This design comes from an exercise in tuning for small area on the open sky130 flow, not from production work.
RTL that was checked went through simulation tests only; none was proved equivalent to the original.
No functional check of the RTL was part of run 1.
Power figures rest on the tool's default switching activity, not on a simulated workload.

==> flow/design.v <==
`timescale 1ns/1ns
`default_nettype none
module cycle_coord_bit #(
	parameter START = 1'b0
) (
	input  wire Clk,
	input  wire clear,
	input  wire down,
	input  wire toggle,
	output wire carry,
	output reg  q
);
	assign carry = toggle && (q ^ down);
	always @(posedge Clk)
		q <= clear ? START : q ^ toggle;
endmodule
module cycle_coord_msb #(
	parameter START = 1'b0
) (
	input  wire Clk,
	input  wire clear,
	input  wire toggle,
	output reg  q
);
	always @(posedge Clk)
		q <= clear ? START : q ^ toggle;
endmodule
module cycle_coord #(
	parameter [3:0] START = 4'd0
) (
	input  wire       Clk,
	input  wire       clear,
	input  wire       move,
	input  wire       down,
	output wire [3:0] coord
);
	wire [3:0] toggle;
	assign toggle[0] = move;
	genvar i;
	generate
		for (i = 0; i < 3; i = i + 1)
		begin : g_bit
			cycle_coord_bit #(.START(START[i])) u_bit (
				.Clk(Clk),
				.clear(clear),
				.down(down),
				.toggle(toggle[i]),
				.carry(toggle[i+1]),
				.q(coord[i])
			);
		end
	endgenerate
	cycle_coord_msb #(.START(START[3])) u_msb (
		.Clk(Clk),
		.clear(clear),
		.toggle(toggle[3]),
		.q(coord[3])
	);
endmodule
module cycle_head #(
	parameter [7:0] START = 8'h00,
	parameter       START_AXIS = 1'b0,
	parameter       START_DOWN = 1'b0
) (
	input  wire       Clk,
	input  wire       clear,
	input  wire       move,
	input  wire [1:0] turn,
	output wire [7:0] head
);
	reg  axis;
	reg  down;
	wire turning;
	wire right;
	wire axis_next;
	wire down_next;
	assign turning = turn[0] ^ turn[1];
	assign right = turn[1] & !turn[0];
	assign axis_next = axis ^ turning;
	assign down_next = down ^ right ^ (turning & axis);
	always @(posedge Clk)
	begin
		if (clear)
		begin
			axis <= START_AXIS;
			down <= START_DOWN;
		end
		else if (move)
		begin
			axis <= axis_next;
			down <= down_next;
		end
	end
	cycle_coord #(.START(START[7:4])) u_row (
		.Clk(Clk),
		.clear(clear),
		.move(move && !axis_next),
		.down(down_next),
		.coord(head[7:4])
	);
	cycle_coord #(.START(START[3:0])) u_col (
		.Clk(Clk),
		.clear(clear),
		.move(move && axis_next),
		.down(down_next),
		.coord(head[3:0])
	);
endmodule
module cycle_motion (
	input  wire       Clk,
	input  wire       rst,
	input  wire       step,
	input  wire [1:0] blue_turn,
	input  wire [1:0] red_turn,
	input  wire       playing,
	input  wire       round_reset,
	output reg        heads_step,
	output wire [7:0] blue_head,
	output wire [7:0] red_head
);
	wire clear;
	wire move;
	assign clear = rst || round_reset;
	assign move = step && playing;
	cycle_head #(.START(8'h82), .START_AXIS(1'b1), .START_DOWN(1'b0)) u_blue (
		.Clk(Clk),
		.clear(clear),
		.move(move),
		.turn(blue_turn),
		.head(blue_head)
	);
	cycle_head #(.START(8'h8D), .START_AXIS(1'b1), .START_DOWN(1'b1)) u_red (
		.Clk(Clk),
		.clear(clear),
		.move(move),
		.turn(red_turn),
		.head(red_head)
	);
	always @(posedge Clk)
		heads_step <= move && !clear;
endmodule
`default_nettype wire
`timescale 1ns/1ns
`default_nettype none
module trail_cell (
	input  wire Clk,
	input  wire row_n,
	input  wire col_n,
	output reg  q
);
	always @(posedge Clk)
		q <= !(q && (row_n || col_n));
endmodule
module trail_read2 (
	input  wire [1:0] q,
	input  wire [1:0] col_n,
	output wire       zero
);
	assign zero = !((q[0] || col_n[0]) && (q[1] || col_n[1]));
endmodule
module trail_row_pick (
	input  wire low_n,
	input  wire high_n,
	input  wire row_sel_n,
	output wire found
);
	assign found = !(row_sel_n || (low_n && high_n));
endmodule
module trail_row_read (
	input  wire [13:0] q,
	input  wire [13:0] col_n,
	input  wire        row_sel_n,
	output wire        found
);
	wire [6:0] part;
	wire       low_n;
	wire       high_n;
	genvar i;
	generate
		for (i = 0; i < 7; i = i + 1)
		begin : g_part
			trail_read2 u_part (
				.q(q[2*i+1:2*i]),
				.col_n(col_n[2*i+1:2*i]),
				.zero(part[i])
			);
		end
	endgenerate
	assign low_n = !(|part[3:0]);
	assign high_n = !(|part[6:4]);
	trail_row_pick u_pick (.low_n(low_n), .high_n(high_n), .row_sel_n(row_sel_n), .found(found));
endmodule
module trail_addr_bit (
	input  wire port_blue,
	input  wire blue,
	input  wire red,
	output wire addr
);
	assign addr = port_blue ? blue : red;
endmodule
module trail_predec (
	input  wire [1:0] bits,
	input  wire       clear,
	output wire [3:0] line
);
	assign line[0] = clear || bits == 2'd0;
	assign line[1] = clear || bits == 2'd1;
	assign line[2] = clear || bits == 2'd2;
	assign line[3] = clear || bits == 2'd3;
endmodule
module trail_predec_en (
	input  wire [1:0] bits,
	input  wire       enable,
	input  wire       clear,
	output wire [3:0] line
);
	assign line[0] = clear || (enable && bits == 2'd0);
	assign line[1] = clear || (enable && bits == 2'd1);
	assign line[2] = clear || (enable && bits == 2'd2);
	assign line[3] = clear || (enable && bits == 2'd3);
endmodule
module trail_line_n (
	input  wire high,
	input  wire low,
	output wire line_n
);
	assign line_n = !(high && low);
endmodule
module trail_hit_pick (
	input  wire zero,
	input  wire if_zero,
	input  wire if_one,
	output wire hit
);
	assign hit = zero ? if_zero : if_one;
endmodule
module trail_collision (
	input  wire       Clk,
	input  wire       rst,
	input  wire       heads_step,
	input  wire [7:0] blue_head,
	input  wire [7:0] red_head,
	input  wire       round_reset,
	output reg        outcome,
	output reg        blue_crash,
	output reg        red_crash
);
	localparam [7:0] BLUE_START = 8'h82;
	localparam [7:0] RED_START = 8'h8D;
	reg        phase;
	reg        last_turn;
	wire       clear;
	reg        port_blue;
	reg        read_red;
	wire       write;
	wire [7:0] addr;
	wire       border;
	wire       meet;
	wire       zero;
	wire       hit;
	wire [13:0] row_sel_n;
	wire [13:0] row_n;
	wire [13:0] col_n;
	wire [13:0] row_found;
	assign clear = round_reset;
	assign write = phase && (heads_step || read_red || outcome || last_turn);
	assign border = (addr[7:4] == 4'd0) || (addr[7:4] == 4'd15) ||
	                (addr[3:0] == 4'd0) || (addr[3:0] == 4'd15);
	assign meet = (blue_head == red_head);
	wire [3:0] row_hi;
	wire [3:0] row_hi_write;
	wire [3:0] row_lo;
	wire [3:0] col_hi;
	wire [3:0] col_lo;
	genvar i;
	generate
		for (i = 0; i < 8; i = i + 1)
		begin : g_addr
			trail_addr_bit u_addr (
				.port_blue(port_blue),
				.blue(blue_head[i]),
				.red(red_head[i]),
				.addr(addr[i])
			);
		end
	endgenerate
	trail_predec u_row_hi (.bits(addr[7:6]), .clear(clear), .line(row_hi));
	trail_predec_en u_row_hi_write (.bits(addr[7:6]), .enable(write), .clear(clear), .line(row_hi_write));
	trail_predec u_row_lo (.bits(addr[5:4]), .clear(clear), .line(row_lo));
	trail_predec u_col_hi (.bits(addr[3:2]), .clear(clear), .line(col_hi));
	trail_predec u_col_lo (.bits(addr[1:0]), .clear(clear), .line(col_lo));
	generate
		for (i = 1; i < 15; i = i + 1)
		begin : g_line
			trail_line_n u_row_sel_n (
				.high(row_hi[i/4]),
				.low(row_lo[i%4]),
				.line_n(row_sel_n[i-1])
			);
			trail_line_n u_row_n (
				.high(row_hi_write[i/4]),
				.low(row_lo[i%4]),
				.line_n(row_n[i-1])
			);
			trail_line_n u_col_n (
				.high(col_hi[i/4]),
				.low(col_lo[i%4]),
				.line_n(col_n[i-1])
			);
		end
	endgenerate
	genvar r, c;
	generate
		for (r = 1; r < 15; r = r + 1)
		begin : g_row
			wire [13:0] q;
			for (c = 1; c < 15; c = c + 1)
			begin : g_col
				if (r*16+c == BLUE_START || r*16+c == RED_START)
				begin : g_start
					assign q[c-1] = !phase;
				end
				else
				begin : g_cell
					trail_cell u_cell (
						.Clk(Clk),
						.row_n(row_n[r-1]),
						.col_n(col_n[c-1]),
						.q(q[c-1])
					);
				end
			end
			trail_row_read u_read (
				.q(q),
				.col_n(col_n),
				.row_sel_n(row_sel_n[r-1]),
				.found(row_found[r-1])
			);
		end
	endgenerate
	assign zero = |row_found;
	trail_hit_pick u_hit (
		.zero(zero),
		.if_zero(border || meet || phase),
		.if_one(border || meet || !phase),
		.hit(hit)
	);
	always @(posedge Clk)
	begin
		phase <= !rst && (clear || !phase);
		last_turn <= outcome && !clear;
		port_blue <= !(heads_step || read_red);
		read_red <= heads_step && !rst;
		outcome <= read_red && !rst;
		red_crash <= hit;
		blue_crash <= red_crash;
	end
endmodule
`default_nettype wire
`timescale 1ns/1ns
`default_nettype none
module match_score (
	input  wire       Clk,
	input  wire       rst,
	input  wire       start,
	input  wire       outcome,
	input  wire       blue_crash,
	input  wire       red_crash,
	output wire [1:0] score_blue,
	output wire [1:0] score_red,
	output wire       round_over,
	output wire       round_reset,
	output wire       playing,
	output wire       blue_wins,
	output wire       red_wins
);
	reg  [1:0] blue_points;
	reg  [1:0] red_points;
	reg        in_match;
	reg        started;
	wire       blue_point;
	wire       red_point;
	assign round_over = outcome && (blue_crash || red_crash);
	assign blue_point = outcome && red_crash && !blue_crash;
	assign red_point = outcome && blue_crash && !red_crash;
	assign score_blue = blue_points + {1'b0, blue_point};
	assign score_red = red_points + {1'b0, red_point};
	assign playing = in_match && !blue_wins && !red_wins;
	assign round_reset = started || (round_over && !blue_wins && !red_wins);
	assign blue_wins = &score_blue;
	assign red_wins = &score_red;
	always @(posedge Clk)
	begin
		in_match <= !rst && (playing || start);
		started <= !rst && !playing && start;
		if (rst || (!playing && start))
		begin
			blue_points <= 2'd0;
			red_points <= 2'd0;
		end
		else
		begin
			blue_points <= score_blue;
			red_points <= score_red;
		end
	end
endmodule
`default_nettype wire
`timescale 1ns/1ns
`default_nettype none
module light_cycle_top (
	input  wire       Clk,
	input  wire       rst,
	input  wire       step,
	input  wire       start,
	input  wire [1:0] blue_turn,
	input  wire [1:0] red_turn,
	output wire [7:0] blue_head,
	output wire [7:0] red_head,
	output wire [1:0] score_blue,
	output wire [1:0] score_red,
	output wire       round_over,
	output wire       blue_wins,
	output wire       red_wins,
	output wire       playing
);
	wire heads_step;
	wire outcome;
	wire blue_crash;
	wire red_crash;
	wire round_reset;
	cycle_motion u_motion (
		.Clk(Clk),
		.rst(rst),
		.step(step),
		.blue_turn(blue_turn),
		.red_turn(red_turn),
		.playing(playing),
		.round_reset(round_reset),
		.heads_step(heads_step),
		.blue_head(blue_head),
		.red_head(red_head)
	);
	trail_collision u_collision (
		.Clk(Clk),
		.rst(rst),
		.heads_step(heads_step),
		.blue_head(blue_head),
		.red_head(red_head),
		.round_reset(round_reset),
		.outcome(outcome),
		.blue_crash(blue_crash),
		.red_crash(red_crash)
	);
	match_score u_score (
		.Clk(Clk),
		.rst(rst),
		.start(start),
		.outcome(outcome),
		.blue_crash(blue_crash),
		.red_crash(red_crash),
		.score_blue(score_blue),
		.score_red(score_red),
		.round_over(round_over),
		.round_reset(round_reset),
		.playing(playing),
		.blue_wins(blue_wins),
		.red_wins(red_wins)
	);
endmodule
`default_nettype wire
==> flow/flow/run.sh <==
#!/bin/bash
# Own layout flow: the standard flow (standard.sh, which runs the
# standard synthesis script) with
# - ABC mapping for a light load, so it picks small cells (placement
#   repair sizes up the ones that need it),
# - the smallest buffer on the ports,
# - ABC's buffers removed before placement,
# - clock tree synthesis without dummy loads.
# standard.sh's output goes to standard.log here; each ORFS step logs
# under orfs/logs.
set -euo pipefail
export BUFFER_PORTS_ARGS="-buffer_cell sky130_fd_sc_hd__buf_1"
export REMOVE_ABC_BUFFERS=1
export CTS_ARGS="-sink_clustering_enable -repair_clock_nets -dont_use_dummy_load -buf_list sky130_fd_sc_hd__clkbuf_4 -sink_clustering_size 10 -sink_clustering_max_diameter 40"
bash standard.sh ABC_LOAD_IN_FF=1 finish > standard.log 2>&1
==> flow/standard.sh <==
#!/bin/bash
# synth_recipe.tcl (not shown) runs the flow's synth.tcl, then flattens the netlist and writes it again
# the make line also repeats each setting of config.mk as NAME=value (left out here)
make -C /OpenROAD-flow-scripts/flow DESIGN_CONFIG=/design/flow/config.mk WORK_HOME=/design/flow/orfs CLKGATE_MAP_FILE= SYNTH_SCRIPT=/design/flow/synth_recipe.tcl "${@:-finish}"
==> flow/config.mk <==
export PLATFORM = sky130hd
export DESIGN_NAME = light_cycle_top
export DESIGN_NICKNAME = light_cycle_top
export VERILOG_FILES = /design/flow/design.v
export SDC_FILE = /design/flow/constraint.sdc
export NUM_CORES = 4
export LEC_CHECK = 0
export CAP_MARGIN = 10
export CORE_MARGIN = 2
export CORE_UTILIZATION = 65
export CTS_BUF_LIST = sky130_fd_sc_hd__clkbuf_4
export CTS_CLUSTER_DIAMETER = 40
export CTS_CLUSTER_SIZE = 10
export GPL_TIMING_DRIVEN = 0
export SLEW_MARGIN = 10
export SYNTH_HIERARCHICAL = 1
==> flow/constraint.sdc <==
create_clock -name core_clock -period 4.0 [get_ports {Clk}]
set_input_delay 0.8000 -clock core_clock [delete_from_list [all_inputs] [get_ports {Clk}]]
set_output_delay 0.8000 -clock core_clock [all_outputs]
set_load 0.01 [all_outputs]
==> results of run 1 <==
synth_stat cells (all sizes together) (10+ instances only):
| library cell | n | area share |
|---|---|---|
| xnor2 | 30 | 0.036 |
| o21bai | 10 | 0.0096 |
| nand2 | 44 | 0.021 |
| nor4 | 20 | 0.016 |
| a21oi | 17 | 0.011 |
| nor2 | 21 | 0.010 |
| and2 | 15 | 0.012 |
| mux2 | 10 | 0.014 |
| o22ai | 98 | 0.078 |
| xor2 | 12 | 0.013 |
| inv | 19 | 0.0091 |
| dfxtp | 228 | 0.58 |
| o21ai | 195 | 0.12 |
| nor3 | 16 | 0.010 |
worst reg2reg max path, stage by stage, from the launching register on:
cell and delay [ns]:
dfxtp_1 0.42, nand2_1 0.08, nor2_1 0.11, ha_1 0.20, xnor2_2 0.12, o221ai_1 0.28
nand2b_4 0.22, o21bai_4 0.35, nand2_4 0.29, o22ai_1 0.16, nor4_2 0.33, a21oi_1 0.22
nor4_2 0.43, nand4_1 0.21, mux2_1 0.35
power by group:
group	internal [mW]	total (mW)	switching (mW)
clock network	0.332	1.01	0.678
logic	0.299	0.798	0.499
registers	2.67	2.88	0.210
total	3.31	4.69	1.39
metrics by stage:
| stage | utilization | power, mW | cell area, um2 |
|---|---|---|---|
| 5_1_grt | 0.726 | 4.90 | 8610 |
| 2_1_floorplan | - | 3.38 | 7820 |
| 4_1_cts | 0.720 | 4.66 | 8540 |
| 3_3_place_gp | 0.684 | 3.55 | 8120 |
| 3_5_place_dp | 0.684 | 3.60 | 8120 |
| 6_report | 0.726 | 4.69 | 8610 |
layout make-up:
| class | count | share of cell area |
|---|---|---|
| inverters | 19 | 0.00828 |
| multi-input cells | 540 | 0.401 |
| flip-flops and latches | 228 | 0.530 |
| well taps | 147 | 0.0214 |
| repair buffers | 31 | 0.0135 |
| clock buffers | 29 | 0.0253 |
metal layers:
metal  GRT usage  vias to the layer above  routed length, um
met1       0.419                     3136               8790
met2       0.491                      264               9210
li1            -                     3059                  -
met3      0.0537                       66               1410
met4       0.133                        0                651
met5           0                        -                  0
layout by cell type, fill, tap and decap left out, types with 5 or more instances in the layout:
master    count
xor2_1       12
nand2_4       7
ha_1          6
a21oi_1      17
nand2_1      30
nand2_2       5
buf_1        31
o22ai_1      98
and2_0       12
xnor2_1      28
a21o_2        5
dfxtp_1     228
nor2_1       21
o21ai_1     194
clkbuf_4     29
nor4_1       17
nor3_1       16
nand2_8       7
o21bai_1      6
mux2_1       10
inv_1        18
nand2b_1      7
Yosys stat by module, one instance, submodules excluded, a selection:
| module | cell area, um2 | copies in the design |
|---|---|---|
| trail_row_pick | 5.00 | 14 |
| trail_addr_bit | 11.3 | 8 |
| trail_hit_pick | 11.3 | 1 |
| trail_predec | 35.0 | 4 |
| trail_collision | 349 | 1 |
| trail_cell | 25.0 | 194 |
| trail_predec_en | 42.5 | 1 |
| trail_read2 | 6.26 | 98 |
| cycle_motion | 43.8 | 1 |
| match_score | 300 | 1 |
| trail_line_n | 3.75 | 42 |
| trail_row_read | 11.3 | 14 |
state kept, by name, indices dropped and copies added, names as in the netlist, 2 cells and up:
name / cells
u_collision.g_row.g_col.g_cell.u_cell.q: 194
u_motion.u_blue.u_col.g_bit.u_bit.q: 3
u_motion.u_blue.u_row.g_bit.u_bit.q: 3
u_motion.u_red.u_col.g_bit.u_bit.q: 3
u_motion.u_red.u_row.g_bit.u_bit.q: 3
u_score.blue_points: 2
u_score.red_points: 2
final timing paths:
path,end,slack (ns),cells after the start
worst min-delay path,u_motion.heads_step,0.39,2
worst min register to register,u_collision.g_row[8].g_col[5].g_cell.u_cell.q,0.40,1
worst max-delay path,u_collision.red_crash,0.12,14
worst max register to register,u_collision.red_crash,0.12,14
kinds of logic (layout without fill, tap and decap cells):
group / after synthesis / count (layout)
compound gates: 341 / 341
simple gates: 136 / 141
fa+ha+maj: 6 / 6
buf+inv: 19 / 79
mux: 10 / 10
xor+xnor: 42 / 42
flops: 228 / 228
what timing repair did:
item,4_1_cts,5_1_grt
gates resized for setup,41,10
setup endpoints to repair,1,1
pin swaps,5,0
gates cloned,5,0
==> run summary, run 1 <==
- Status: complete, no violations
- Initial antenna violation count: 0
- Final setup TNS: 0 ns
- Fin crit share: 0.970
- Adder-Cell Fraction of Synth Area: 0.00961
- Diode count: 0
- Wire length per cell: 20.2 um
- Worst-path clk slew: 0.11 ns
- CP endpoint kind: flip-flop
- Clock latency on the worst-skew pair: 0.68 ns
- Startpoint types: flip-flop
- Routed Antenna Nets: 0
- CTS buffer count: 29
- Final Hold Fails: 0
- Via density: 6.56
- DR DRC count: 0
- Crit-path max FO: 24
- Number of flops mapped to enable cells by yosys: 0
- Die height: 114 um
- CTS tree: built
- Worst VDD drop: 0.329 mV
- Post-DP HPWL: 11,100 um
- Worst-margin pin slew: 1.06 ns
- Place WS: -0.822 ns
- Worst Hold Slack: 0.388 ns
- Post-CTS Setup Inserts: 0
- Critical path origin: u_collision.outcome
- Crit path largest cell delay: 0.43 ns
- Worst setup path category: reg2reg
- CP max-delay cell: nor4_2
- Cell Pwr Density: 545 nW/um2
- Port bufs: 31
- Multi-input logic area: 3460 um2
- Rows: 40
- Area growth from synthesis to layout: 10.2%
- Max-cap violations: 0
- Largest family of logic cells by synthesized area: compound AO/OA/AOI/OAI gates
- Worst min path class: in2reg
- Largest net degree at the start of global routing: 29
- Via Count: 6,525
- Launch point of the worst hold path: step
- DRT Pass-1 Iters: 5
- Post-synthesis compound-gate area fraction: 0.246
- Gr ovfl total: 0
- Top_reg_cell synth: dfxtp_1
- Die span in x: 114 um
- Fmax: 258 MHz
- Post-synth ARST share: 0
- Delay-heaviest family, CP: simple AND/OR/NAND/NOR gates
- Final cell count without fillers: 994
- Fin Clk Skew: 0.0721 ns
- Most Frequent Cell on Critical Path: nor4_2
- Hold-fix buffers, CTS: 0
- Xor/xnor cell area share of the yosys netlist: 0.0490
- H-tree depth: 1
- Post-Synthesis Cell Area: 7810 um2
- Ports: 32
- Tot GR Track Use: 0.309
- FF/Latch Area: 4560 um2
- Max Root-Sink Buffers: 3
- Slew Viols, Final: 0
- Core Region: 11,900 um2
- Number of global-route vias before repair: 6,063
- Clock root buffer: clkbuf_4
- Finish-stage setup viols: 0
- Slew HR: 0.290
- Cell Chain, Critical Path: nand2_1 > nor2_1 > ha_1 > xnor2_2 > o221ai_1 > nand2b_4 > o21bai_4 > nand2_4 > o22ai_1 > nor4_2 > a21oi_1 > nor4_2 > nand4_1 > mux2_1
- Share of cells above drive strength 1: 0.0815
- Bufs and invs on worst path: 0
- Syn Inst Count: 782
- #FFs+latches synth: 228
- Worst Path Arrival: 4.40 ns
- Placed Instances: 960
- Leakage: 3.13 nW
- Fin crit period: 3.88 ns
- YS warnings: 16
- Clk sinks: 228
- Critical Path RT: 4.52 ns
- First-pass GRT wire length: 31,500 um
- Register area share after synthesis: 0.584
- FF-to-FF Start: u_collision.outcome
- Starting density of the core: 0.659
- Post-route setup slack: 0.121 ns
- Synth cell types: 38
- Mux contribution to synthesized area: 0.0144
- Avg Inst Size Synth: 9.99 um2
- Nets: 863
- DR iter-0 viols: 705
- Drt total wl: 20,100 um
- Synth Area in Simple Gates: 0.0874
- Die area: 12,900 um2
- RD Place Congestion: 0.820
- Number of fill cells: 906
==> run 2: changes to the inputs <==
--- a/flow/design.v
+++ b/flow/design.v
@@ -249,7 +249,7 @@
 	localparam [7:0] RED_START = 8'h8D;
 	reg        phase;
 	reg        last_turn;
-	wire       clear;
+	reg        clear;
 	reg        port_blue;
 	reg        read_red;
 	wire       write;
@@ -262,7 +262,6 @@
 	wire [13:0] row_n;
 	wire [13:0] col_n;
 	wire [13:0] row_found;
-	assign clear = round_reset;
 	assign write = phase && (heads_step || read_red || outcome || last_turn);
 	assign border = (addr[7:4] == 4'd0) || (addr[7:4] == 4'd15) ||
 	                (addr[3:0] == 4'd0) || (addr[3:0] == 4'd15);
@@ -348,7 +347,8 @@
 	always @(posedge Clk)
 	begin
 		phase <= !rst && (clear || !phase);
-		last_turn <= outcome && !clear;
+		last_turn <= outcome;
+		clear <= round_reset;
 		port_blue <= !(heads_step || read_red);
 		read_red <= heads_step && !rst;
 		outcome <= read_red && !rst;
--- a/flow/config.mk
+++ b/flow/config.mk
@@ -11,6 +11,7 @@
 export CTS_BUF_LIST = sky130_fd_sc_hd__clkbuf_4
 export CTS_CLUSTER_DIAMETER = 40
 export CTS_CLUSTER_SIZE = 10
+export GPL_ROUTABILITY_DRIVEN = 0
 export GPL_TIMING_DRIVEN = 0
 export SLEW_MARGIN = 10
 export SYNTH_HIERARCHICAL = 1
==> run summary, run 2 <==
- Status: complete, no violations
- Max-cap violations: 0
- Biggest register: u_collision.g_row.g_col.g_cell.u_cell.q
- Post-synth ARST share: 0
- CP max-delay cell: nand2_2
- Top cells by area, synth: dfxtp_1 59%, o21ai_1 12%, o22ai_1 7.8%
- Clk sinks: 229
- Largest net degree at the start of global routing: 29
- Post-DP HPWL: 11,100 um
- Synth top area share: 0.586
- Worst setup path category: reg2reg
- Die area: 12,900 um2
- Wire length per cell: 17.5 um
- Finish-stage setup viols: 0
- Fin Clk Skew: 0.0495 ns
- Starting density of the core: 0.660
- CTS tree: built
- Slew HR: 0.278
- Clock latency on the worst-skew pair: 0.64 ns
- Port bufs: 31
- Worst-path clk slew: 0.11 ns
- Diode count: 0
- First-pass GRT wire length: 28,500 um
- Fmax: 264 MHz
- Register area share after synthesis: 0.586
- Routed Antenna Nets: 0
- Worst Path Arrival: 4.28 ns
- Area growth from synthesis to layout: 7.13%
- DR iter-0 viols: 443
- Commonest cells in the netlist: 229 x dfxtp_1, 194 x o21ai_1, 98 x o22ai_1
- Share of cells above drive strength 1: 0.0641
- Commonest non-fill, non-tap cells in the layout: 229 x dfxtp_1, 194 x o21ai_1, 98 x o22ai_1
- Post-CTS Setup Inserts: 0
- Worst VDD drop: 0.413 mV
- Avg Inst Size Synth: 10.0 um2
- Final Hold Fails: 0
- Max reg flops: 194
- Commonest non-fill, non-tap cell in the layout: dfxtp_1
- Rows: 40
- Nets: 859
- Syn Inst Count: 782
- Power Total: 4.62 mW
- Startpoint types: flip-flop
- Synth area leader: dfxtp_1
- Place WS: -0.0329 ns
- DRT Pass-1 Iters: 5
- Via Count: 6,165
- RSZ-0062 raised after global routing: no
- Gr ovfl total: 0
- Clock root buffer: clkbuf_4
- Layout Utilization: 0.707
- Worst-margin pin slew: 1.08 ns
- CTS buffer count: 30
- Placed inst area: 8130 um2
- Crit-path max FO: 28
- Via density: 6.23
- #FFs+latches synth: 229
- Fin crit share: 0.947
- Tot GR Track Use: 0.271
- Top-count cell post-synth: dfxtp_1
- CP endpoint kind: flip-flop
- DR DRC count: 0
- Top_reg_cell synth: dfxtp_1
- Crit path largest cell delay: 0.57 ns
- Die height: 114 um
- Ports: 32
- Post-route setup slack: 0.212 ns
- Worst Hold Slack: 0.371 ns
- Drt total wl: 17,300 um
- Post-Synthesis Cell Area: 7830 um2
- Synth cell types: 38
- H-tree depth: 1
- Leakage: 3.04 nW
- Die span in x: 114 um
- Max Root-Sink Buffers: 3
- Cell Chain, Critical Path: mux2_1 > inv_1 > o21bai_1 > nand2_2 > o22ai_1 > nor4_1 > a21oi_1 > nor4_1 > nand4_1 > mux2_1
- Fin crit period: 3.79 ns
- YS warnings: 16
- Number of global-route vias before repair: 5,906
- Hold-fix buffers, CTS: 0
- Critical Path RT: 4.49 ns
- Cell Pwr Density: 550 nW/um2
- Slew Viols, Final: 0
- Post-route cell area: 8390 um2
- Worst min path class: reg2reg
- Core Region: 11,900 um2
- Number of flops mapped to enable cells by yosys: 0
- Initial antenna violation count: 0
[run 2: cell type report]
| class | count | area [um2] |
|---|---|---|
| clock buffers | 30 | 225 |
| multi-input cells | 534 | 3210 |
| inverters | 19 | 71.3 |
| flip-flops and latches | 229 | 4580 |
| fillers | 933 | 3470 |
| well taps | 147 | 184 |
| repair buffers | 31 | 116 |
[run 2: worst max-delay path, delay by kind of cell (launching register included)]
family                 cells  cell delay (ns)
AND/OR/NAND/NOR            4             1.69
multiplexers               2             0.82
flip-flops                 1             0.55
AO/OA/AOI/OAI              3             0.48
buffers and inverters      1             0.10
[run 2: kinds of logic after synthesis]
group           synth area share
compound gates             0.246
flops                      0.586
simple gates              0.0865
xor+xnor                  0.0489
buf+inv                  0.00911
mux                       0.0144
fa+ha+maj                0.00959
[run 2: layer usage]
metal / track usage / part of all wire / up-vias
met5: 0 / 0 / -
met4: 0.0902 / 0.019 / 0
met3: 0.0409 / 0.050 / 29
met2: 0.439 / 0.46 / 144
met1: 0.377 / 0.47 / 2943
li1: - / - / 3049
[run 2: worst paths after layout]
| check | from | end | slack (ns) | depth (start not counted) |
|---|---|---|---|---|
| max | u_collision.port_blue | u_collision.red_crash | 0.21 | 10 |
| min | u_collision.red_crash | u_collision.blue_crash | 0.37 | 0 |
| max reg2reg | u_collision.port_blue | u_collision.red_crash | 0.21 | 10 |
| min reg2reg | u_collision.red_crash | u_collision.blue_crash | 0.37 | 0 |
[run 2: report_power, final]
group,internal (mW),switching (mW),total (mW)
Clock,0.343,0.673,1.02
Sequential,2.69,0.214,2.90
Combinational,0.274,0.422,0.695
Total,3.31,1.31,4.62
[run 2: what timing repair did]
| action | 4_1_cts | 5_1_grt |
|---|---|---|
| pin swaps | 0 | 0 |
| resized for setup | 7 | 6 |
| endpoints found under the setup margin | 1 | 1 |
[run 2: modules after synthesis, one instance, submodules excluded, excerpt]
module	copies in the design	flip-flops and latches	cells inside	cell area [um2]
trail_predec	4	0	5	35.0
cycle_motion	1	1	4	43.8
trail_collision	1	8	38	363
trail_cell	194	1	2	25.0
trail_row_pick	14	0	1	5.00
trail_hit_pick	1	0	1	11.3
trail_addr_bit	8	0	1	11.3
trail_row_read	14	0	2	11.3
trail_predec_en	1	0	6	42.5
trail_line_n	42	0	1	3.75
match_score	1	6	32	300
trail_read2	98	0	1	6.26
[run 2: per-stage QoR]
stage,std cells,TNS [ns]
floorplan,782,0
global placement,960,0
detailed placement,960,-0.0329
CTS,990,0
global route,990,0
finish,990,0
==> run 3: changes to the inputs <==
--- a/flow/config.mk
+++ b/flow/config.mk
@@ -11,7 +11,6 @@
 export CTS_BUF_LIST = sky130_fd_sc_hd__clkbuf_4
 export CTS_CLUSTER_DIAMETER = 40
 export CTS_CLUSTER_SIZE = 10
-export GPL_ROUTABILITY_DRIVEN = 0
 export GPL_TIMING_DRIVEN = 0
 export SLEW_MARGIN = 10
 export SYNTH_HIERARCHICAL = 1
==> run summary, run 3 <==
- Status: complete, no violations
- DR DRC count: 0
- Placed inst area: 8130 um2
- Number of flops mapped to enable cells by yosys: 0
- H-tree depth: 1
- Number of global-route vias before repair: 5,906
- Clock root buffer: clkbuf_4
- CTS tree: built
- Crit path largest cell delay: 0.57 ns
- Final cell count without fillers: 990
- Fin crit period: 3.79 ns
- Synth area leader: dfxtp_1
- Register area share after synthesis: 0.586
- Post-route cell area: 8390 um2
- Commonest non-fill, non-tap cell in the layout: dfxtp_1
- Post-CTS Setup Inserts: 0
- Worst Path Arrival: 4.28 ns
- Via Count: 6,165
- Core Region: 11,900 um2
- Slew HR: 0.278
- Critical Path RT: 4.49 ns
- Die span in x: 114 um
- Worst-margin pin slew: 1.08 ns
- Startpoint types: flip-flop
- Synth top area share: 0.586
- Biggest register: u_collision.g_row.g_col.g_cell.u_cell.q
- Ports: 32
- Rows: 40
- Max reg flops: 194
- Bufs and invs on worst path: 1
- YS warnings: 16
- Share of cells above drive strength 1: 0.0641
- Diode count: 0
- Gr ovfl total: 0
- RSZ-0062 raised after global routing: no
- Commonest non-fill, non-tap cells in the layout: 229 x dfxtp_1, 194 x o21ai_1, 98 x o22ai_1
- Wire length per cell: 17.5 um
- CTS buffer count: 30
- Die area: 12,900 um2
- Worst VDD drop: 0.413 mV
- Post-DP HPWL: 11,100 um
- Max-cap violations: 0
- Placed Instances: 960
- Finish-stage setup viols: 0
- Fmax: 264 MHz
- Area growth from synthesis to layout: 7.13%
- Nets: 859
- Leakage: 3.04 nW
- Max Root-Sink Buffers: 3
- Slew Viols, Final: 0
- Fin crit share: 0.947
- Post-Synthesis Cell Area: 7830 um2
- Delay-heaviest family, CP: simple AND/OR/NAND/NOR gates
- Final Hold Fails: 0
- Worst-path clk slew: 0.11 ns
- DR iter-0 viols: 443
- Top_reg_cell synth: dfxtp_1
- Post-synth ARST share: 0
- Crit-path max FO: 28
- Syn Inst Count: 782
- Clock latency on the worst-skew pair: 0.64 ns
- CP endpoint kind: flip-flop
- CP max-delay cell: nand2_2
- Starting density of the core: 0.660
- Cell Chain, Critical Path: mux2_1 > inv_1 > o21bai_1 > nand2_2 > o22ai_1 > nor4_1 > a21oi_1 > nor4_1 > nand4_1 > mux2_1
- Top cells by area, synth: dfxtp_1 59%, o21ai_1 12%, o22ai_1 7.8%
- Avg Inst Size Synth: 10.0 um2
- Die height: 114 um
- Worst min path class: reg2reg
- RD Place Congestion: 0.785
- First-pass GRT wire length: 28,500 um
- Worst setup path category: reg2reg
- Cell Pwr Density: 550 nW/um2
- DRT Pass-1 Iters: 5
- Largest net degree at the start of global routing: 29
- Initial antenna violation count: 0
- Synth cell types: 38
- Drt total wl: 17,300 um
- Top-count cell post-synth: dfxtp_1
- Hold-fix buffers, CTS: 0
- Power Total: 4.62 mW
- Via density: 6.23
- Port bufs: 31
- Clk sinks: 229
- Commonest cells in the netlist: 229 x dfxtp_1, 194 x o21ai_1, 98 x o22ai_1
- #FFs+latches synth: 229
- Fin Clk Skew: 0.0495 ns
- Tot GR Track Use: 0.271
- Routed Antenna Nets: 0
==> run 3: cell counts after synthesis <==
No cell type changed its count.
==> run 3: cell families after synthesis <==
logic type | synth area share
and+or+nand+nor | 0.0865
buffers and inverters | 0.00911
muxes | 0.0144
AOI/OAI and AO/OA | 0.246
adders and majority gates | 0.00959
DFF | 0.586
xor gates and xnor gates | 0.0489
==> run 3: modules after synthesis (local to each module, per instance), a selection <==
module           area [um2]  copies in the design
trail_collision         363                     1
match_score             300                     1
cycle_motion           43.8                     1
trail_predec_en        42.5                     1
trail_cell             25.0                   194
trail_hit_pick         11.3                     1
trail_addr_bit         11.3                     8
trail_row_read         11.3                    14
trail_read2            6.26                    98
trail_row_pick         5.00                    14
==> run 3: final cells by class <==
class / count / area, um2
well taps: 147 / 184
fillers: 933 / 3470
repair buffers: 31 / 116
inverters: 19 / 71.3
flip-flops and latches: 229 / 4580
multi-input cells: 534 / 3210
clock buffers: 30 / 225
==> run 3: path summary, 6_finish.rpt <==
kind,from,to,slack [ns],cells after the start
worst max-delay path,u_collision.port_blue,u_collision.red_crash,0.21,10
worst min-delay path,u_collision.red_crash,u_collision.blue_crash,0.37,0
worst max register to register,u_collision.port_blue,u_collision.red_crash,0.21,10
worst min register to register,u_collision.red_crash,u_collision.blue_crash,0.37,0
==> run 3: power by group <==
part / leakage [nW] / switching (mW) / internal, mW
combinational: 0.996 / 0.422 / 0.274
clock: 0.138 / 0.673 / 0.343
sequential: 1.91 / 0.214 / 2.69
total: 3.04 / 1.31 / 3.31
==> run 3: what timing repair did <==
action,CTS,global route
hold endpoints to repair,0,0
resized for setup,7,6
pin swaps,0,0
endpoints found under the setup margin,1,1
==> run 3: per-stage QoR <==
| stage | setup TNS [ns] | hold WS (ns) | setup slack [ns] | utilization |
|---|---|---|---|---|
| floorplan | 0 | 0.364 | 1.10 | - |
| global placement | 0 | 0.374 | 0.0105 | 0.685 |
| detailed placement | -0.0329 | 0.378 | -0.0329 | 0.685 |
| CTS | 0 | 0.369 | 0.0225 | 0.706 |
| global route | 0 | 0.381 | 0.0455 | 0.707 |
| finish | 0 | 0.371 | 0.212 | 0.707 |
==> run 3: metal layers <==
layer,GRT usage,routed length (um)
met4,0.0902,321
met2,0.439,8020
met1,0.377,8090
met3,0.0409,864
met5,0,0
==> run 4: changes to the inputs <==
--- a/flow/config.mk
+++ b/flow/config.mk
@@ -7,7 +7,7 @@
 export LEC_CHECK = 0
 export CAP_MARGIN = 10
 export CORE_MARGIN = 2
-export CORE_UTILIZATION = 65
+export CORE_UTILIZATION = 60
 export CTS_BUF_LIST = sky130_fd_sc_hd__clkbuf_4
 export CTS_CLUSTER_DIAMETER = 40
 export CTS_CLUSTER_SIZE = 10
==> run summary, run 4 <==
- Status: complete, no violations
- #FFs+latches synth: 229
- Starting density of the core: 0.618
- Place WS: 0.0246 ns
- Post-route cell area: 8400 um2
- Avg Inst Size Synth: 10.0 um2
- YS warnings: 16
- Layout Utilization: 0.663
- Comb pwr share: 0.152
- Delay-heaviest family, CP: simple AND/OR/NAND/NOR gates
- Clock root buffer: clkbuf_4
- Max reg flops: 194
- Bufs and invs on worst path: 0
- Area growth from synthesis to layout: 7.27%
- Initial antenna violation count: 0
- CTS tree: built
- Cell Chain, Critical Path: mux2_1 > a21o_2 > nand2_1 > o22ai_1 > nor3_1 > a21oi_1 > nor4_1 > nand4_1 > mux2_1
- Placed inst area: 8160 um2
- Commonest cells in the netlist: 229 x dfxtp_1, 194 x o21ai_1, 98 x o22ai_1
- Final setup TNS: 0 ns
- Fin crit period: 3.89 ns
- Biggest register: u_collision.g_row.g_col.g_cell.u_cell.q
- Clock share of power: 0.216
- Post-Synthesis Cell Area: 7830 um2
- Commonest non-fill, non-tap cell in the layout: dfxtp_1
- Die area: 14,000 um2
- Worst Hold Slack: 0.392 ns
- Die span in x: 118 um
- Max Root-Sink Buffers: 3
- Worst setup path category: reg2reg
- Crit-path max FO: 28
- Die height: 118 um
- CTS buffer count: 28
- Slew Viols, Final: 0
- Post-synth ARST share: 0
- Worst-margin pin slew: 1.13 ns
- Startpoint types: flip-flop
- Synth area leader: dfxtp_1
- Power Total: 4.60 mW
- Sw Ratio: 0.285
- DRT Pass-1 Iters: 5
- Clock latency on the worst-skew pair: 0.63 ns
- Top_reg_cell synth: dfxtp_1
- Clk sinks: 229
- Final cell count without fillers: 1,013
- Core Region: 12,700 um2
- Fin Clk Skew: 0.0250 ns
- CP endpoint kind: flip-flop
- Syn Inst Count: 782
- CP max-delay cell: nand2_1
- Via Count: 6,173
- RSZ-0062 raised after global routing: no
- Tot GR Track Use: 0.263
- Number of flops mapped to enable cells by yosys: 0
- Diode count: 0
- Port bufs: 31
- Gr ovfl total: 0
- Crit path largest cell delay: 0.82 ns
- Post-CTS Setup Inserts: 0
- Nets: 857
- Critical Path RT: 4.50 ns
- Drt total wl: 18,100 um
- Via density: 6.09
- Rows: 41
- Cell Pwr Density: 547 nW/um2
- Final Hold Fails: 0
- Leakage: 3.03 nW
- Sequential power share: 0.631
- Synth top area share: 0.586
- Hold-fix buffers, CTS: 0
- Placed Instances: 985
- Worst-path clk slew: 0.10 ns
- Top cells by area, synth: dfxtp_1 59%, o21ai_1 12%, o22ai_1 7.8%
- DR iter-0 viols: 523
- Worst VDD drop: 0.344 mV
- Worst min path class: reg2reg
- Post-DP HPWL: 11,200 um
- Routed Antenna Nets: 0
- Commonest non-fill, non-tap cells in the layout: 229 x dfxtp_1, 194 x o21ai_1, 98 x o22ai_1
- Post-route setup slack: 0.110 ns
- H-tree depth: 1
- Largest net degree at the start of global routing: 29
- Top-count cell post-synth: dfxtp_1
- Worst Path Arrival: 4.39 ns
- Power Internal: 3.28 mW
- Fmax: 257 MHz
- DR DRC count: 0
- Number of global-route vias before repair: 5,835
- Ports: 32
- Psw: 1.31 mW
- Register area share after synthesis: 0.586
- Max-cap violations: 0
- Fin crit share: 0.973
- First-pass GRT wire length: 29,800 um
- Synth cell types: 38
- Slew HR: 0.247
- Most Frequent Cell on Critical Path: mux2_1
- Share of cells above drive strength 1: 0.0595
- Finish-stage setup viols: 0
- Wire length per cell: 17.8 um
- RD Place Congestion: 0.801
[run 4: cells by family after synthesis]
group,after synthesis,synth area share
AO/OA/AOI/OAI,341,0.246
flip-flops,229,0.586
AND/OR/NAND/NOR,135,0.0865
XOR/XNOR,42,0.0489
buffers and inverters,19,0.00911
multiplexers,10,0.0144
adder cells (fa/ha/maj),6,0.00959
[run 4: area by class of cell]
| cell class | instances | area [um2] |
|---|---|---|
| Clock buffer | 28 | 210 |
| Timing Repair Buffer | 31 | 116 |
| Inverter | 19 | 71.3 |
| Fill cell | 1065 | 4270 |
| Multi-Input combinational cell | 534 | 3200 |
| Tap cell | 172 | 215 |
| Sequential cell | 229 | 4580 |
[run 4: power groups by stage]
stage	sequential (mW)	clock (mW)	combinational, mW
after floorplan	2.89	0	0.502
after global placement	2.92	0	0.654
after detailed placement	2.94	0	0.689
after CTS	2.90	1.03	0.690
after global routing	2.95	1.12	0.784
final	2.90	0.993	0.701
[run 4: path summary, 6_finish.rpt]
| check | endpoint | from | slack [ns] | depth (start not counted) |
|---|---|---|---|---|
| hold / removal | u_collision.blue_crash | u_collision.red_crash | 0.39 | 0 |
| setup / recovery | u_collision.red_crash | u_collision.port_blue | 0.11 | 9 |
| setup reg to reg | u_collision.red_crash | u_collision.port_blue | 0.11 | 9 |
| hold reg to reg | u_collision.blue_crash | u_collision.red_crash | 0.39 | 0 |
[run 4: worst register-to-register path: stages, from the launching register on]
cell and delay, ns:
dfxtp_1 0.55, mux2_1 0.46, a21o_2 0.24, nand2_1 0.82, o22ai_1 0.21, nor3_1 0.30, a21oi_1 0.11, nor4_1 0.44
nand4_1 0.24, mux2_1 0.40
[run 4: repair_timing]
| item | in CTS | in global routing |
|---|---|---|
| endpoints found under the hold margin | 0 | 0 |
| resized for setup | 2 | 9 |
| setup endpoints to repair | 1 | 1 |
[run 4: metal layers]
layer	routed length [um]	vias to the layer above	GRT usage
li1	-	3031	-
met1	8750	2965	0.385
met2	8150	148	0.407
met3	907	29	0.0372
met4	255	0	0.0745
met5	0	-	0
[run 4: per-module statistics from Yosys (local to each module, per instance), excerpt]
| module | cells | times used | cell area [um2] |
|---|---|---|---|
| trail_predec_en | 6 | 1 | 42.5 |
| trail_hit_pick | 1 | 1 | 11.3 |
| trail_row_read | 2 | 14 | 11.3 |
| trail_cell | 2 | 194 | 25.0 |
| trail_read2 | 1 | 98 | 6.26 |
| trail_collision | 38 | 1 | 363 |
| trail_addr_bit | 1 | 8 | 11.3 |
| cycle_motion | 4 | 1 | 43.8 |
| match_score | 32 | 1 | 300 |
==> run 5: changes to the inputs <==
--- a/flow/design.v
+++ b/flow/design.v
@@ -263,8 +263,6 @@
 	wire [13:0] col_n;
 	wire [13:0] row_found;
 	assign write = phase && (heads_step || read_red || outcome || last_turn);
-	assign border = (addr[7:4] == 4'd0) || (addr[7:4] == 4'd15) ||
-	                (addr[3:0] == 4'd0) || (addr[3:0] == 4'd15);
 	assign meet = (blue_head == red_head);
 	wire [3:0] row_hi;
 	wire [3:0] row_hi_write;
@@ -337,6 +335,8 @@
 			);
 		end
 	endgenerate
+	assign border = (row_hi[0] && row_lo[0]) || (row_hi[3] && row_lo[3]) ||
+	                (col_hi[0] && col_lo[0]) || (col_hi[3] && col_lo[3]);
 	assign zero = |row_found;
 	trail_hit_pick u_hit (
 		.zero(zero),
--- a/flow/config.mk
+++ b/flow/config.mk
@@ -7,7 +7,7 @@
 export LEC_CHECK = 0
 export CAP_MARGIN = 10
 export CORE_MARGIN = 2
-export CORE_UTILIZATION = 60
+export CORE_UTILIZATION = 65
 export CTS_BUF_LIST = sky130_fd_sc_hd__clkbuf_4
 export CTS_CLUSTER_DIAMETER = 40
 export CTS_CLUSTER_SIZE = 10
==> run summary, run 5 <==
- Status: complete, no violations
- Bufs and invs on worst path: 0
- Crit-path max FO: 28
- Biggest register: u_collision.g_row.g_col.g_cell.u_cell.q
- Register area share after synthesis: 0.587
- Leakage: 3.03 nW
- Crit path largest cell delay: 0.56 ns
- Worst min path class: in2reg
- Share of cells above drive strength 1: 0.0548
- Multi-input logic area: 3180 um2
- Via Count: 6,224
- Post-synth ARST share: 0
- Synth top area share: 0.587
- H-tree depth: 1
- Final setup TNS: 0 ns
- Max reg flops: 194
- Fin crit period: 3.77 ns
- RD Place Congestion: 0.827
- Post-DP HPWL: 11,700 um
- Cell Pwr Density: 553 nW/um2
- RSZ-0062 raised after global routing: no
- Nets: 856
- Avg Inst Size Synth: 10.0 um2
- Core Region: 11,900 um2
- Diode count: 0
- Gr ovfl total: 0
- Synth cell types: 36
- Starting density of the core: 0.659
- Commonest non-fill, non-tap cell in the layout: dfxtp_1
- Worst Path Arrival: 4.30 ns
- DR iter-0 viols: 542
- CP endpoint kind: flip-flop
- Commonest non-fill, non-tap cells in the layout: 229 x dfxtp_1, 194 x o21ai_1, 98 x o22ai_1
- Tot GR Track Use: 0.282
- Cell Chain, Critical Path: mux2_1 > a21o_1 > nand2_2 > o22ai_1 > nor4_1 > a21oi_1 > nor4_1 > nand4_1 > mux2_1
- Worst-path clk slew: 0.10 ns
- Die span in x: 114 um
- Fmax: 265 MHz
- Worst setup path category: reg2reg
- Post-Synthesis Cell Area: 7810 um2
- Initial antenna violation count: 0
- Top_reg_cell synth: dfxtp_1
- CP max-delay cell: dfxtp_1
- Top-count cell post-synth: dfxtp_1
- Syn Inst Count: 781
- DR DRC count: 0
- Max-cap violations: 0
- FF/Latch Area: 4580 um2
- Commonest cells in the netlist: 229 x dfxtp_1, 194 x o21ai_1, 98 x o22ai_1
- Critical Path RT: 4.53 ns
- Fin Clk Skew: 0.0378 ns
- YS warnings: 16
- Hold-fix buffers, CTS: 0
- DRT Pass-1 Iters: 5
- Worst VDD drop: 0.308 mV
- Via density: 6.31
- Ports: 32
- Routed Antenna Nets: 0
- Finish-stage setup viols: 0
- Port bufs: 31
- Largest net degree at the start of global routing: 29
- Top cells by area, synth: dfxtp_1 59%, o21ai_1 12%, o22ai_1 7.8%
- Number of flops mapped to enable cells by yosys: 0
- Slew Viols, Final: 0
- Number of global-route vias before repair: 5,947
- CTS tree: built
- Drt total wl: 18,200 um
- Clock root buffer: clkbuf_4
- Number of fill cells: 944
- Max Root-Sink Buffers: 3
- Synth area leader: dfxtp_1
- Die height: 114 um
- Area growth from synthesis to layout: 6.79%
- Worst Hold Slack: 0.379 ns
- Worst-margin pin slew: 1.10 ns
- Rows: 40
- Die area: 12,900 um2
- Fin crit share: 0.942
- #FFs+latches synth: 229
- Clk sinks: 229
- CTS buffer count: 28
- Clock latency on the worst-skew pair: 0.65 ns
- Power Total: 4.62 mW
- Final Hold Fails: 0
- Slew HR: 0.268
- Layout Utilization: 0.703
- First-pass GRT wire length: 29,200 um
- Startpoint types: flip-flop
- Wire length per cell: 18.4 um
- Delay-heaviest family, CP: simple AND/OR/NAND/NOR gates
run 5: changes by cell type in the layout (fill, tap and decap cells not counted), sizes merged:
cell / previous run / this run
o21ai: 195 / 197
nor3: 16 / 18
nor4: 20 / 17
a22o: 0 / 2
o211ai: 2 / 0
and4: 2 / 0
run 5: layout make-up:
class / count / share of cell area
repair buffers: 31 / 0.0139
flip-flops and latches: 229 / 0.549
well taps: 147 / 0.0220
clock buffers: 28 / 0.0252
inverters: 19 / 0.00855
multi-input cells: 533 / 0.381
run 5: final timing paths:
check	from	end	slack (ns)	depth (start not counted)
max	u_collision.port_blue	u_collision.red_crash	0.23	9
min	step	u_motion.heads_step	0.38	2
max reg2reg	u_collision.port_blue	u_collision.red_crash	0.23	9
min reg2reg	u_collision.red_crash	u_collision.blue_crash	0.39	0
run 5: cells by family (layout without fill, tap and decap cells):
logic type	Yosys count	after routing	share of synthesized area
compound gates	343	343	0.248
fa+ha+maj	6	6	0.00961
flops	229	229	0.587
simple gates	132	132	0.0830
buf+inv	19	78	0.00913
mux	10	10	0.0144
xor+xnor	42	42	0.0490
run 5: repair_timing:
action | 4_1_cts | 5_1_grt
gates cloned | 0 | 0
endpoints found under the setup margin | 1 | 1
gates resized for setup | 2 | 6
setup buffers | 0 | 0
hold endpoints to repair | 0 | 0
run 5: stage by stage:
step | cells | setup slack, ns | cell area, um2
detailed placement | 959 | -0.0994 | 8110
global placement | 959 | -0.0262 | 8110
CTS | 987 | 0.00403 | 8330
floorplan | 781 | 1.11 | 7810
global route | 987 | 0.102 | 8340
finish | 987 | 0.231 | 8340
run 5: layer usage:
metal  up-vias  global-route usage  wire length (um)
met1      2980               0.379              8060
li1       3026                   -                 -
met5         -             0.00392                 0
met3        40              0.0526              1040
met2       178               0.460              8510
met4         0              0.0984               545
run 5: Yosys stat by module (local to each module, per instance), excerpt:
module / flops+latches / times used / cells
trail_row_pick: 0 / 14 / 1
trail_predec: 0 / 4 / 5
trail_cell: 1 / 194 / 2
match_score: 6 / 1 / 32
trail_read2: 0 / 98 / 1
trail_row_read: 0 / 14 / 2
trail_hit_pick: 0 / 1 / 1
run 5: report_power, final:
group | total [mW] | leakage (nW) | switching (mW) | internal [mW]
combinational | 0.705 | 0.991 | 0.429 | 0.276
clock | 0.997 | 0.129 | 0.677 | 0.321
sequential | 2.91 | 1.91 | 0.219 | 2.69
==> run 6: changes to the inputs <==
--- a/flow/flow/run.sh
+++ b/flow/flow/run.sh
@@ -11,5 +11,5 @@
 set -euo pipefail
 export BUFFER_PORTS_ARGS="-buffer_cell sky130_fd_sc_hd__buf_1"
 export REMOVE_ABC_BUFFERS=1
-export CTS_ARGS="-sink_clustering_enable -repair_clock_nets -dont_use_dummy_load -buf_list sky130_fd_sc_hd__clkbuf_4 -sink_clustering_size 10 -sink_clustering_max_diameter 40"
+export CTS_ARGS="-sink_clustering_enable -repair_clock_nets -dont_use_dummy_load -buf_list {sky130_fd_sc_hd__clkbuf_2 sky130_fd_sc_hd__clkbuf_4} -sink_clustering_size 10 -sink_clustering_max_diameter 40"
 bash standard.sh ABC_LOAD_IN_FF=1 finish > standard.log 2>&1
--- a/flow/config.mk
+++ b/flow/config.mk
@@ -8,7 +8,7 @@
 export CAP_MARGIN = 10
 export CORE_MARGIN = 2
 export CORE_UTILIZATION = 65
-export CTS_BUF_LIST = sky130_fd_sc_hd__clkbuf_4
+export CTS_BUF_LIST = sky130_fd_sc_hd__clkbuf_2 sky130_fd_sc_hd__clkbuf_4
 export CTS_CLUSTER_DIAMETER = 40
 export CTS_CLUSTER_SIZE = 10
 export GPL_TIMING_DRIVEN = 0
==> run summary, run 6 <==
- Synth cell types: 36
- Core Region: 11,900 um2
- Critical R2R Capture: u_collision.red_crash
- Commonest cells in the netlist: 229 x dfxtp_1, 194 x o21ai_1, 98 x o22ai_1
- Top_reg_cell synth: dfxtp_1
- RSZ-0062 raised after global routing: no
- CP endpoint kind: flip-flop
- Clock latency on the worst-skew pair: 0.65 ns
- Post-route setup slack: 0.231 ns
- Worst Path Arrival: 4.30 ns
- Cell Pwr Density: 553 nW/um2
- Xor/xnor cell area share of the yosys netlist: 0.0490
- Crit-path max FO: 28
- Slew HR: 0.268
- Max Root-Sink Buffers: 3
- DRT Pass-1 Iters: 5
- Startpoint types: flip-flop
- Hold-fix buffers, CTS: 0
- Die height: 114 um
- Fmax: 265 MHz
- Mux contribution to synthesized area: 0.0144
- RD Place Congestion: 0.827
- Gr ovfl total: 0
- CTS tree: built
- Number of flops mapped to enable cells by yosys: 0
- Syn Inst Count: 781
- Synth top area share: 0.587
- Status: complete, no violations
- Die area: 12,900 um2
- Nets: 856
- Commonest non-fill, non-tap cells in the layout: 229 x dfxtp_1, 194 x o21ai_1, 98 x o22ai_1
- CP max-delay cell: dfxtp_1
- Worst-margin pin slew: 1.10 ns
- H-tree depth: 1
- Hold EP: u_motion.heads_step
- Top cells by area, synth: dfxtp_1 59%, o21ai_1 12%, o22ai_1 7.8%
- Wire length per cell: 18.4 um
- FF-to-FF Start: u_collision.port_blue
- Reg2Reg Setup Slack: 0.23 ns
- Power Internal: 3.29 mW
- Final Hold Fails: 0
- Post-Synthesis Cell Area: 7810 um2
- Place WS: -0.0994 ns
- Post-synth ARST share: 0
- Share of cells above drive strength 1: 0.0548
- Register area share after synthesis: 0.587
- Leakage: 3.03 nW
- Port bufs: 31
- Tot GR Track Use: 0.282
- Diode count: 0
- CTS buffer count: 28
- Crit path largest cell delay: 0.56 ns
- Worst setup path category: reg2reg
- Finish-stage setup viols: 0
- Hold Path Stages: 2
- Area growth from synthesis to layout: 6.79%
- Layout Utilization: 0.703
- DR iter-0 viols: 542
- First-pass GRT wire length: 29,200 um
- Avg Inst Size Synth: 10.0 um2
- Max reg flops: 194
- Worst min path class: in2reg
- Cell Chain, Critical Path: mux2_1 > a21o_1 > nand2_2 > o22ai_1 > nor4_1 > a21oi_1 > nor4_1 > nand4_1 > mux2_1
- Worst-path clk slew: 0.10 ns
- Ports: 32
- Clock share of power: 0.216
- Post-DP HPWL: 11,700 um
- Clk sinks: 229
- Placed Instances: 959
- Drt total wl: 18,200 um
- Launch point of the worst hold path: step
- Starting density of the core: 0.659
- Final setup TNS: 0 ns
- Adder-Cell Fraction of Synth Area: 0.00961
- Largest net degree at the start of global routing: 29
- Initial antenna violation count: 0
- Rows: 40
- Via density: 6.31
- DR DRC count: 0
- Psw: 1.33 mW
- Die span in x: 114 um
- Placed inst area: 8110 um2
- Synth Area in Simple Gates: 0.0830
- Number of fill cells: 944
- Clock root buffer: clkbuf_4
- Comb pwr share: 0.153
- Fin Clk Skew: 0.0378 ns
- Largest family of logic cells by synthesized area: compound AO/OA/AOI/OAI gates
- Fin crit period: 3.77 ns
- Sw Ratio: 0.287
- Slew Viols, Final: 0
- Sequential power share: 0.631
- Power Total: 4.62 mW
- Routed Antenna Nets: 0
- Top-count cell post-synth: dfxtp_1
- Fin crit share: 0.942
- Critical Path RT: 4.53 ns
- #FFs+latches synth: 229
- Via Count: 6,224
- Reg2reg path depth: 9
- Post-route cell area: 8340 um2
- YS warnings: 16
- Final cell count without fillers: 987
- Worst Hold Slack: 0.379 ns
- Synth area leader: dfxtp_1
- Commonest non-fill, non-tap cell in the layout: dfxtp_1
- Worst VDD drop: 0.308 mV
- Max-cap violations: 0
- Biggest register: u_collision.g_row.g_col.g_cell.u_cell.q
- Post-synthesis compound-gate area fraction: 0.248
- Number of global-route vias before repair: 5,947
run 6: cell counts after synthesis:
Identical to the previous run, type by type.
run 6: per-layer routing:
metal / part of all wire / vias to the layer above / track usage
li1: - / 3026 / -
met1: 0.44 / 2980 / 0.379
met2: 0.47 / 178 / 0.460
met3: 0.057 / 40 / 0.0526
met4: 0.030 / 0 / 0.0984
met5: 0 / - / 0.00392
run 6: final cells by class:
cell class | instances | area, um2 | share of cell area
tap | 147 | 184 | 0.0220
timing repair buffer | 31 | 116 | 0.0139
sequential | 229 | 4580 | 0.549
clock buffer | 28 | 210 | 0.0252
multi-input combinational | 533 | 3180 | 0.381
inverter | 19 | 71.3 | 0.00855
run 6: logic make-up after synthesis:
family,count (synthesis)
AND/OR/NAND/NOR,132
buffers and inverters,19
XOR/XNOR,42
multiplexers,10
adder cells (fa/ha/maj),6
flip-flops,229
AO/OA/AOI/OAI,343
run 6: what timing repair did:
item,4_1_cts,5_1_grt
gates resized for setup,2,6
endpoints found under the setup margin,1,1
buffers inserted,0,0
pin swaps,0,0
run 6: power groups by stage:
stage          Combinational, mW  Clock (mW)  Sequential, mW
6_report                   0.705       0.997            2.91
5_1_grt                    0.782        1.11            2.96
4_1_cts                    0.698        1.02            2.91
3_5_place_dp               0.696           0            2.96
3_3_place_gp               0.657           0            2.93
2_1_floorplan              0.507           0            2.90
run 6: worst max path at each step:
stage / cells after the start / startpoint / end / slack (ns)
3_5_place_dp: 9 / u_collision.port_blue / u_collision.red_crash / -0.1
5_1_grt: 10 / u_collision.port_blue / u_collision.red_crash / 0.10
4_1_cts: 9 / u_collision.port_blue / u_collision.red_crash / 0.004
2_1_floorplan: 12 / blue_turn[0] / u_motion.u_blue.u_col.u_msb.q / 1.11
6_report: 9 / u_collision.port_blue / u_collision.red_crash / 0.23
3_3_place_gp: 9 / u_collision.port_blue / u_collision.red_crash / -0.03
run 6: critical path: cells and delay by family, from the launching register on:
family | cells | cell delay [ns]
simple gates | 4 | 1.71
mux | 2 | 0.82
compound gates | 3 | 0.58
flops | 1 | 0.56
run 6: Yosys stat by module, one instance, submodules excluded, a selection:
module,flip-flops and latches,times used
trail_read2,0,98
trail_line_n,0,42
trail_collision,8,1
trail_addr_bit,0,8
trail_row_read,0,14
trail_row_pick,0,14
cycle_motion,1,1
trail_cell,1,194
trail_predec,0,4
trail_hit_pick,0,1
match_score,6,1
trail_predec_en,0,1
==> run 7: changes to the inputs <==
--- a/flow/design.v
+++ b/flow/design.v
@@ -263,6 +263,8 @@
 	wire [13:0] col_n;
 	wire [13:0] row_found;
 	assign write = phase && (heads_step || read_red || outcome || last_turn);
+	assign border = (addr[7:4] == 4'd0) || (addr[7:4] == 4'd15) ||
+	                (addr[3:0] == 4'd0) || (addr[3:0] == 4'd15);
 	assign meet = (blue_head == red_head);
 	wire [3:0] row_hi;
 	wire [3:0] row_hi_write;
@@ -335,8 +337,6 @@
 			);
 		end
 	endgenerate
-	assign border = (row_hi[0] && row_lo[0]) || (row_hi[3] && row_lo[3]) ||
-	                (col_hi[0] && col_lo[0]) || (col_hi[3] && col_lo[3]);
 	assign zero = |row_found;
 	trail_hit_pick u_hit (
 		.zero(zero),
--- a/flow/flow/run.sh
+++ b/flow/flow/run.sh
@@ -11,5 +11,5 @@
 set -euo pipefail
 export BUFFER_PORTS_ARGS="-buffer_cell sky130_fd_sc_hd__buf_1"
 export REMOVE_ABC_BUFFERS=1
-export CTS_ARGS="-sink_clustering_enable -repair_clock_nets -dont_use_dummy_load -buf_list {sky130_fd_sc_hd__clkbuf_2 sky130_fd_sc_hd__clkbuf_4} -sink_clustering_size 10 -sink_clustering_max_diameter 40"
+export CTS_ARGS="-sink_clustering_enable -repair_clock_nets -dont_use_dummy_load -buf_list sky130_fd_sc_hd__clkbuf_4 -sink_clustering_size 12 -sink_clustering_max_diameter 35"
 bash standard.sh ABC_LOAD_IN_FF=1 finish > standard.log 2>&1
--- a/flow/config.mk
+++ b/flow/config.mk
@@ -8,9 +8,9 @@
 export CAP_MARGIN = 10
 export CORE_MARGIN = 2
 export CORE_UTILIZATION = 65
-export CTS_BUF_LIST = sky130_fd_sc_hd__clkbuf_2 sky130_fd_sc_hd__clkbuf_4
-export CTS_CLUSTER_DIAMETER = 40
-export CTS_CLUSTER_SIZE = 10
+export CTS_BUF_LIST = sky130_fd_sc_hd__clkbuf_4
+export CTS_CLUSTER_DIAMETER = 35
+export CTS_CLUSTER_SIZE = 12
 export GPL_TIMING_DRIVEN = 0
 export SLEW_MARGIN = 10
 export SYNTH_HIERARCHICAL = 1
==> run summary, run 7 <==
- CTS buffer count: 34
- Cell Pwr Density: 557 nW/um2
- DR DRC count: 0
- Synth area leader: dfxtp_1
- Worst min path class: reg2reg
- Via density: 6.30
- Area growth from synthesis to layout: 7.48%
- Commonest non-fill, non-tap cells in the layout: 229 x dfxtp_1, 194 x o21ai_1, 98 x o22ai_1
- GR peak layer: met2
- Status: complete, no violations
- #FFs+latches synth: 229
- Sequential power share: 0.621
- Initial antenna violation count: 1
- Clock root buffer: clkbuf_4
- FF/Latch Area: 4580 um2
- Slew HR: 0.295
- Power Total: 4.68 mW
- Post-route cell area: 8410 um2
- RSZ-0062 raised after global routing: no
- Post-Synthesis Cell Area: 7830 um2
- Post-CTS Setup Inserts: 0
- Ports: 32
- Multi-input logic area: 3200 um2
- Wire length per cell: 17.5 um
- Leakage: 3.06 nW
- DR iter-0 viols: 516
- RD Place Congestion: 0.785
- YS warnings: 16
- Finish-stage setup viols: 0
- Final Hold Fails: 0
- Psw: 1.33 mW
- Routed Antenna Nets: 0
- Avg Inst Size Synth: 10.0 um2
- First-pass GRT wire length: 28,500 um
- Clock latency on the worst-skew pair: 0.63 ns
- Synth top area share: 0.586
- Die area: 12,900 um2
- Via Count: 6,265
- Max-cap violations: 0
- Power Internal: 3.36 mW
- Clk sinks: 229
- Post-DP HPWL: 11,100 um
- Max Root-Sink Buffers: 3
- Worst-path clk slew: 0.11 ns
- Crit-path max FO: 28
- Commonest cells in the netlist: 229 x dfxtp_1, 194 x o21ai_1, 98 x o22ai_1
- Critical Path RT: 4.46 ns
- Synth cell types: 38
- Placed inst area: 8130 um2
- Fmax: 268 MHz
- Tot GR Track Use: 0.276
- Number of fill cells: 942
- Slew Viols, Final: 0
- Reg2reg path depth: 10
- Worst Hold Slack: 0.336 ns
- CTS tree: built
- Rows: 40
- Top_reg_cell synth: dfxtp_1
- Syn Inst Count: 782
- Commonest non-fill, non-tap cell in the layout: dfxtp_1
- M2 GR Usage: 0.436
- Startpoint types: flip-flop
- Largest net degree at the start of global routing: 29
- Gr ovfl total: 0
- Fin Clk Skew: 0.0776 ns
- Placed Instances: 960
- DRT Pass-1 Iters: 5
- Worst setup path category: reg2reg
- Clock share of power: 0.232
- Port bufs: 31
- Nets: 863
- Top cells by area, synth: dfxtp_1 59%, o21ai_1 12%, o22ai_1 7.8%
- Worst Path Arrival: 4.19 ns
- Top-count cell post-synth: dfxtp_1
- H-tree depth: 2
- Hold-fix buffers, CTS: 0
- Die span in x: 114 um
- Die height: 114 um
- Worst-margin pin slew: 1.06 ns
- Max reg flops: 194
- Final cell count without fillers: 995
- Sw Ratio: 0.283
- Worst VDD drop: 0.382 mV
- Comb pwr share: 0.148
- Core Region: 11,900 um2
- Number of global-route vias before repair: 5,882
- Fin crit period: 3.73 ns
- Biggest register: u_collision.g_row.g_col.g_cell.u_cell.q
- Post-synth ARST share: 0
- Share of cells above drive strength 1: 0.0661
- Met1 usage: 0.380
- CP endpoint kind: flip-flop
- Met3 GRT Util: 0.0595
- Drt total wl: 17,400 um
- Fin crit share: 0.932
- Register area share after synthesis: 0.586
- Number of flops mapped to enable cells by yosys: 0
- Starting density of the core: 0.660
- Hold Path Stages: 0
-- run 7: cell count changes after synthesis --
cell	delta
o211ai_1	+2
a22o_1	-2
nor4_1	+3
o21ai_0	-2
and4_1	+1
and4_4	+1
nor3_1	-2
-- run 7: final timing paths --
kind / start / to / slack [ns]
worst max-delay path: u_collision.port_blue / u_collision.red_crash / 0.27
worst min-delay path: u_collision.red_crash / u_collision.blue_crash / 0.34
worst max register to register: u_collision.port_blue / u_collision.red_crash / 0.27
worst min register to register: u_collision.red_crash / u_collision.blue_crash / 0.34
-- run 7: metal layers --
layer,vias to the layer above,part of all wire
met5,-,0
met4,0,0.018
met3,29,0.058
met2,174,0.46
met1,3002,0.46
li1,3060,-
-- run 7: power groups by stage --
stage / combinational [mW] / clock [mW] / sequential [mW]
floorplan: 0.502 / 0 / 2.89
global placement: 0.649 / 0 / 2.92
detailed placement: 0.684 / 0 / 2.95
CTS: 0.687 / 1.12 / 2.90
global route: 0.771 / 1.21 / 2.95
finish: 0.693 / 1.08 / 2.91
-- run 7: cells by family after synthesis --
kind of cell               after synthesis  share of synthesized area
buffers and inverters                   19                    0.00911
DFF                                    229                      0.586
muxes                                   10                     0.0144
adders and majority gates                6                    0.00959
xor gates and xnor gates                42                     0.0489
AOI/OAI and AO/OA                      341                      0.246
and+or+nand+nor                        135                     0.0865
-- run 7: timing repair --
item,4_1_cts,5_1_grt
setup endpoints to repair,1,1
pin swaps,0,0
gates resized for setup,5,6
-- run 7: cell type report --
cell class                 instances  share of cell area
timing repair buffer              31              0.0138
antenna                            1            0.000297
sequential                       229               0.545
inverter                          19             0.00848
multi-input combinational        534               0.380
tap                              147              0.0219
clock buffer                      34              0.0303
-- run 7: Yosys stat by module, one instance, submodules excluded, excerpt --
| module | flip-flops and latches | cells | cell area [um2] |
|---|---|---|---|
| trail_predec_en | 0 | 6 | 42.5 |
| match_score | 6 | 32 | 300 |
| trail_line_n | 0 | 1 | 3.75 |
| trail_row_pick | 0 | 1 | 5.00 |
| trail_predec | 0 | 5 | 35.0 |
| cycle_motion | 1 | 4 | 43.8 |
| trail_row_read | 0 | 2 | 11.3 |
| trail_read2 | 0 | 1 | 6.26 |
-- run 7: metrics by stage --
step | utilization | setup TNS, ns | setup slack [ns]
2_1_floorplan | - | 0 | 1.10
3_3_place_gp | 0.685 | 0 | 0.0105
3_5_place_dp | 0.685 | -0.0329 | -0.0329
4_1_cts | 0.708 | 0 | 0.0104
5_1_grt | 0.709 | 0 | 0.0245
6_report | 0.709 | 0 | 0.274
-- run 7: critical path: stages (launching register included) --
cell and delay [ns]:
dfxtp_1 0.54, mux2_1 0.44, inv_1 0.10, o21bai_1 0.16, nand2_2 0.58, o22ai_1 0.19
nor4_1 0.40, a21oi_1 0.13, nor4_1 0.43, nand4_1 0.22, mux2_1 0.38

## static timing again, ports no longer ideal
The flow's constraints put no driver on any port. The routed layouts listed below were extracted and timed again, unchanged, in two steps. Step 1 (the two cells are an assumption about what drives the block):
set clk [get_ports {Clk}]
set_driving_cell -lib_cell sky130_fd_sc_hd__clkbuf_16 $clk
set_driving_cell -lib_cell sky130_fd_sc_hd__buf_2 [delete_from_list [all_inputs] $clk]
Step 2 adds t to the input delays and takes it off the output delays; t is the mean of the earliest and latest rising clock arrival at the registers after step 1. Input paths then give back, and output paths get back, about the clock's delay inside the block. Three values: ideal ports, drivers, drivers and shift; two values: the first two.
run	t, ns	setup WS [ns]	worst slew at a driven data input, ns	cell pins on the clock port's net
run 1	0.676	0.121 / 0.121 / 0.121	0.03	1
run 2	0.653	0.212 / 0.212 / 0.212	0.03	1
run 3	0.653	0.212 / 0.212 / 0.212	0.03	1
run 4	0.655	0.110 / 0.110 / 0.110	0.03	1
run 5	0.667	0.231 / 0.231 / 0.231	0.04	1
run 6	0.667	0.231 / 0.231 / 0.231	0.04	1
run 7	0.620	0.274 / 0.274 / 0.274	0.03	1
After both steps every run listed still meets setup and hold.
